Context: an optimization exercise on an open-source flow, tuned for small area, a short achievable clock period and few clock cycles. The choices shown serve that exercise and are no tape-out recipe.
No activity file was given, so power comes from the tool's default toggle rates.

==> module eth_txdma, before the edit <==
module eth_txdma #(
    parameter int DEPTH = 7                       
) (
    input  logic                  clk,
    input  logic                  reset,
    input  logic                  tx_en,
    input  txdma_pkg::bd_index_t  max_tx_bd,
    input  logic                  bd_wait,
    input  txdma_pkg::desc_t      bd_desc,
    input  txdma_pkg::addr_t      bd_ptr,
    input  txdma_pkg::tx_status_t tx_stat,
    input  logic                  tx_stat_valid,
    output logic                  bd_read,
    output logic                  bd_write,
    output txdma_pkg::bd_index_t  bd_index,
    output txdma_pkg::desc_t      bd_writedata,
    output logic                  tx_stat_ack,
    output logic                  per_packet_pad,
    output logic                  per_packet_crc,
    output logic                  txb_irq,
    output logic                  txe_irq,
    input  logic                  av_waitrequest,
    input  txdma_pkg::data_t      av_readdata,
    input  logic                  av_readdatavalid,
    output logic                  av_read,
    output txdma_pkg::addr_t      av_address,
    input  logic                  tx_ack,
    output txdma_pkg::byte_t      tx_data,
    output logic                  tx_dv,
    output logic                  tx_sop,
    output logic                  tx_eop
);
    localparam int FIFO_AW = 3;                  
    logic        st_rd;                  
    logic        st_dma;                 
    logic        st_wr;                  
    logic [15:0] len;                    
    logic [5:0]  flags;                  
    txdma_pkg::tx_status_t stat;         
    logic        take;
    logic        wr_ok;
    logic        stat_err;
    assign bd_read     = st_rd;
    assign bd_write    = st_wr;
    assign take        = st_rd & ~bd_wait & bd_desc[txdma_pkg::BIT_READY];
    assign wr_ok       = st_wr & ~bd_wait;
    assign stat_err    = |(stat & txdma_pkg::STAT_ERR_MASK);
    assign bd_writedata   = {len, 1'b0, flags, stat};
    assign per_packet_pad = flags[txdma_pkg::BIT_PAD - 9];
    assign per_packet_crc = flags[txdma_pkg::BIT_CRC - 9];
    always_ff @(posedge clk or posedge reset) begin
        if (reset) begin
            st_rd       <= 1'b0;
            st_dma      <= 1'b0;
            st_wr       <= 1'b0;
            tx_stat_ack <= 1'b0;
            txb_irq     <= 1'b0;
            txe_irq     <= 1'b0;
            bd_index    <= '0;
        end else begin
            tx_stat_ack <= st_dma & tx_stat_valid & ~tx_stat_ack;
            txb_irq     <= wr_ok & flags[txdma_pkg::BIT_IRQ - 9] & ~stat_err;
            txe_irq     <= wr_ok & flags[txdma_pkg::BIT_IRQ - 9] & stat_err;
            if (tx_en & ~st_rd & ~st_dma & ~st_wr) begin
                st_rd <= 1'b1;
            end
            if (take) begin
                st_rd  <= 1'b0;
                st_dma <= 1'b1;
            end
            if (tx_stat_ack) begin
                st_dma <= 1'b0;
                st_wr  <= 1'b1;
            end
            if (wr_ok) begin
                st_wr <= 1'b0;
                st_rd <= 1'b1;
                if (flags[txdma_pkg::BIT_WRAP - 9] || bd_index == max_tx_bd) begin
                    bd_index <= '0;
                end else begin
                    bd_index <= bd_index + 7'd1;
                end
            end
        end
    end
    always_ff @(posedge clk) begin
        if (take) begin
            len   <= bd_desc[31:16];
            flags <= bd_desc[14:9];
        end
    end
    logic [29:0]        addr;            
    logic [13:0]        wcnt;            
    logic               more;            
    logic               more_nx;         
    logic [DEPTH-1:0]   occ;             
    logic               full_nx;         
    logic               rd_ok;
    logic               pop;
    assign av_address = {addr, 2'b00};
    assign rd_ok      = av_read & ~av_waitrequest;
    assign more_nx    = more & ((|wcnt[13:1]) | (wcnt[0] & (|len[1:0])) | ~rd_ok);
    assign full_nx    = (occ[DEPTH-1] & ~(pop & ~rd_ok)) | (occ[DEPTH-2] & rd_ok & ~pop);
    always_ff @(posedge clk or posedge reset) begin
        if (reset) begin
            occ     <= '0;
            av_read <= 1'b0;
            more    <= 1'b0;
        end else begin
            av_read <= take | (st_dma & more_nx & ~full_nx);
            more    <= take | more_nx;
            if (rd_ok & ~pop) begin
                occ <= {occ[DEPTH-2:0], 1'b1};
            end else if (pop & ~rd_ok) begin
                occ <= {1'b0, occ[DEPTH-1:1]};
            end
        end
    end
    always_ff @(posedge clk) begin
        if (take) begin
            addr <= bd_ptr[31:2];
            wcnt <= bd_desc[31:18];
        end else if (rd_ok) begin
            addr <= addr + 30'd1;
            wcnt <= wcnt - 14'd1;
        end else if (tx_stat_ack) begin
            wcnt[8:0] <= tx_stat;
        end
    end
    assign stat = wcnt[8:0];
    txdma_pkg::data_t   mem [DEPTH];
    logic [FIFO_AW-1:0] wptr;
    logic [DEPTH-1:0]   rsel;            
    txdma_pkg::data_t   head;
    logic [2:0]         stored;          
    always_ff @(posedge clk or posedge reset) begin
        if (reset) begin
            wptr   <= '0;
            rsel   <= DEPTH'(1);
            stored <= '0;
        end else begin
            if (av_readdatavalid) begin
                wptr <= (wptr == FIFO_AW'(DEPTH - 1)) ? '0 : wptr + 1'b1;
            end
            if (pop) begin
                rsel <= {rsel[DEPTH-2:0], rsel[DEPTH-1]};
            end
            if (av_readdatavalid & ~pop) begin
                stored <= stored + 3'd1;
            end else if (pop & ~av_readdatavalid) begin
                stored <= stored - 3'd1;
            end
        end
    end
    always_ff @(posedge clk) begin
        if (av_readdatavalid) mem[wptr] <= av_readdata;
    end
    always_comb begin
        head = '0;
        for (int i = 0; i < DEPTH; i++) begin
            head = head | (mem[i] & {32{rsel[i]}});
        end
    end
    logic [31:0] cw;                     
    logic [1:0]  lane;                   
    logic        cw_final;               
    logic        first;                  
    logic        final_w;                
    logic        shift;
    assign tx_data = cw[7:0];
    assign final_w = ~more & occ[0] & ~occ[1];
    assign shift   = tx_dv & tx_ack & ~tx_eop & (lane != 2'd3);
    assign pop     = (|stored) & (~tx_dv | (tx_ack & (lane == 2'd3)));
    always_ff @(posedge clk or posedge reset) begin
        if (reset) begin
            tx_dv <= 1'b0;
        end else if (pop) begin
            tx_dv <= 1'b1;
        end else if (tx_ack & (tx_eop | (lane == 2'd3))) begin
            tx_dv <= 1'b0;
        end
    end
    always_ff @(posedge clk) begin
        if (take) begin
            first <= 1'b1;
        end else if (pop) begin
            first <= 1'b0;
        end
        if (pop) begin
            cw       <= head;
            lane     <= 2'd0;
            cw_final <= final_w;
            tx_sop   <= first;
            tx_eop   <= final_w & (len[1:0] == 2'd1);
        end else if (shift) begin
            cw[23:0] <= cw[31:8];
            lane     <= lane + 2'd1;
            tx_sop   <= 1'b0;
            tx_eop   <= cw_final & (lane == len[1:0] - 2'd2);
        end
    end
endmodule
clock: 5.0 ns
lec_check: 0
abc_clock_period_in_ps: 2200
cap_margin: 20
core_margin: 2
core_utilization: 65
cts_cluster_diameter: 100
cts_cluster_size: 26
place_density: 0.72
setup_slack_margin: 2.8
slew_margin: 20
standard.sh (not shown) runs the stock make flow with config.mk's settings and CLKGATE_MAP_FILE= SYNTH_SCRIPT=/design/flow/synth_recipe.tcl, a recipe that flattens the netlist after the stock synthesis.
==> flow/flow/run.sh <==
#!/bin/bash
# Standard layout, with plain buffers (not delay cells) on the ports.
set -euo pipefail
export BUFFER_PORTS_ARGS="-buffer_cell sky130_fd_sc_hd__buf_2"
bash standard.sh finish > standard.log 2>&1
The first run finished with timing, DRC and antenna clean.
Next try:
--- a/flow/design.v
+++ b/flow/design.v
@@ -104,32 +104,32 @@
         end
     end
     logic [29:0]        addr;            
     logic [13:0]        wcnt;            
     logic               more;            
     logic               more_nx;         
-    logic [DEPTH-1:0]   occ;             
+    logic [2:0]         occ;             
     logic               full_nx;         
     logic               rd_ok;
     logic               pop;
     assign av_address = {addr, 2'b00};
     assign rd_ok      = av_read & ~av_waitrequest;
     assign more_nx    = more & ((|wcnt[13:1]) | (wcnt[0] & (|len[1:0])) | ~rd_ok);
-    assign full_nx    = (occ[DEPTH-1] & ~(pop & ~rd_ok)) | (occ[DEPTH-2] & rd_ok & ~pop);
+    assign full_nx    = ((occ == 3'(DEPTH)) & ~(pop & ~rd_ok)) | ((occ == 3'(DEPTH - 1)) & rd_ok & ~pop);
     always_ff @(posedge clk or posedge reset) begin
         if (reset) begin
             occ     <= '0;
             av_read <= 1'b0;
             more    <= 1'b0;
         end else begin
             av_read <= take | (st_dma & more_nx & ~full_nx);
             more    <= take | more_nx;
             if (rd_ok & ~pop) begin
-                occ <= {occ[DEPTH-2:0], 1'b1};
+                occ <= occ + 3'd1;
             end else if (pop & ~rd_ok) begin
-                occ <= {1'b0, occ[DEPTH-1:1]};
+                occ <= occ - 3'd1;
             end
         end
     end
     always_ff @(posedge clk) begin
         if (take) begin
             addr <= bd_ptr[31:2];
@@ -179,13 +179,14 @@
     logic [1:0]  lane;                   
     logic        cw_final;               
     logic        first;                  
     logic        final_w;                
     logic        shift;
     assign tx_data = cw[7:0];
-    assign final_w = ~more & occ[0] & ~occ[1];
+    assign final_w = ~more & (occ == 3'd1);
+    assign cw_final = ~more & (occ == 3'd0);
     assign shift   = tx_dv & tx_ack & ~tx_eop & (lane != 2'd3);
     assign pop     = (|stored) & (~tx_dv | (tx_ack & (lane == 2'd3)));
     always_ff @(posedge clk or posedge reset) begin
         if (reset) begin
             tx_dv <= 1'b0;
         end else if (pop) begin
@@ -200,13 +201,12 @@
         end else if (pop) begin
             first <= 1'b0;
         end
         if (pop) begin
             cw       <= head;
             lane     <= 2'd0;
-            cw_final <= final_w;
             tx_sop   <= first;
             tx_eop   <= final_w & (len[1:0] == 2'd1);
         end else if (shift) begin
             cw[23:0] <= cw[31:8];
             lane     <= lane + 2'd1;
             tx_sop   <= 1'b0;
What happened: The changed run finished with timing, DRC and antenna clean; sequential power drops slightly; total power drops slightly; die area shrinks slightly; hold slack stays flat; sequential cell count shrinks by 5; global-route usage climbs by 0.95 points.
No run of this note included a check of the RTL's function; only the layout flow was run.

-- static timing again, ports no longer ideal --
In the flow no input, the clock included, has a driving cell. The finished layouts below were timed again as built, in two steps. Step 1 (the two cells are an assumption about what drives the block):
set clk [get_ports {clk}]
set_driving_cell -lib_cell sky130_fd_sc_hd__clkbuf_16 $clk
set_driving_cell -lib_cell sky130_fd_sc_hd__buf_2 [delete_from_list [all_inputs] $clk]
Step 2 adds t to the input delays and takes it off the output delays; t is the mean of the earliest and latest rising clock arrival at the registers after step 1. Input paths then give back, and output paths get back, about the clock's delay inside the block. Three values: ideal ports, drivers, drivers and shift; two values: the first two.
run | t, ns | slack for setup (ns) | pins driven straight from the clock port
the first run | 0.550 | 2.822 / 2.773 / 2.358 | 1
the second run | 0.549 | 2.814 / 2.769 / 2.405 | 1
After both steps setup and hold are still met in every run listed. For the first run, which loses most, drivers alone change the setup slack by -0.049 ns; drivers and shift together by -0.464 ns.
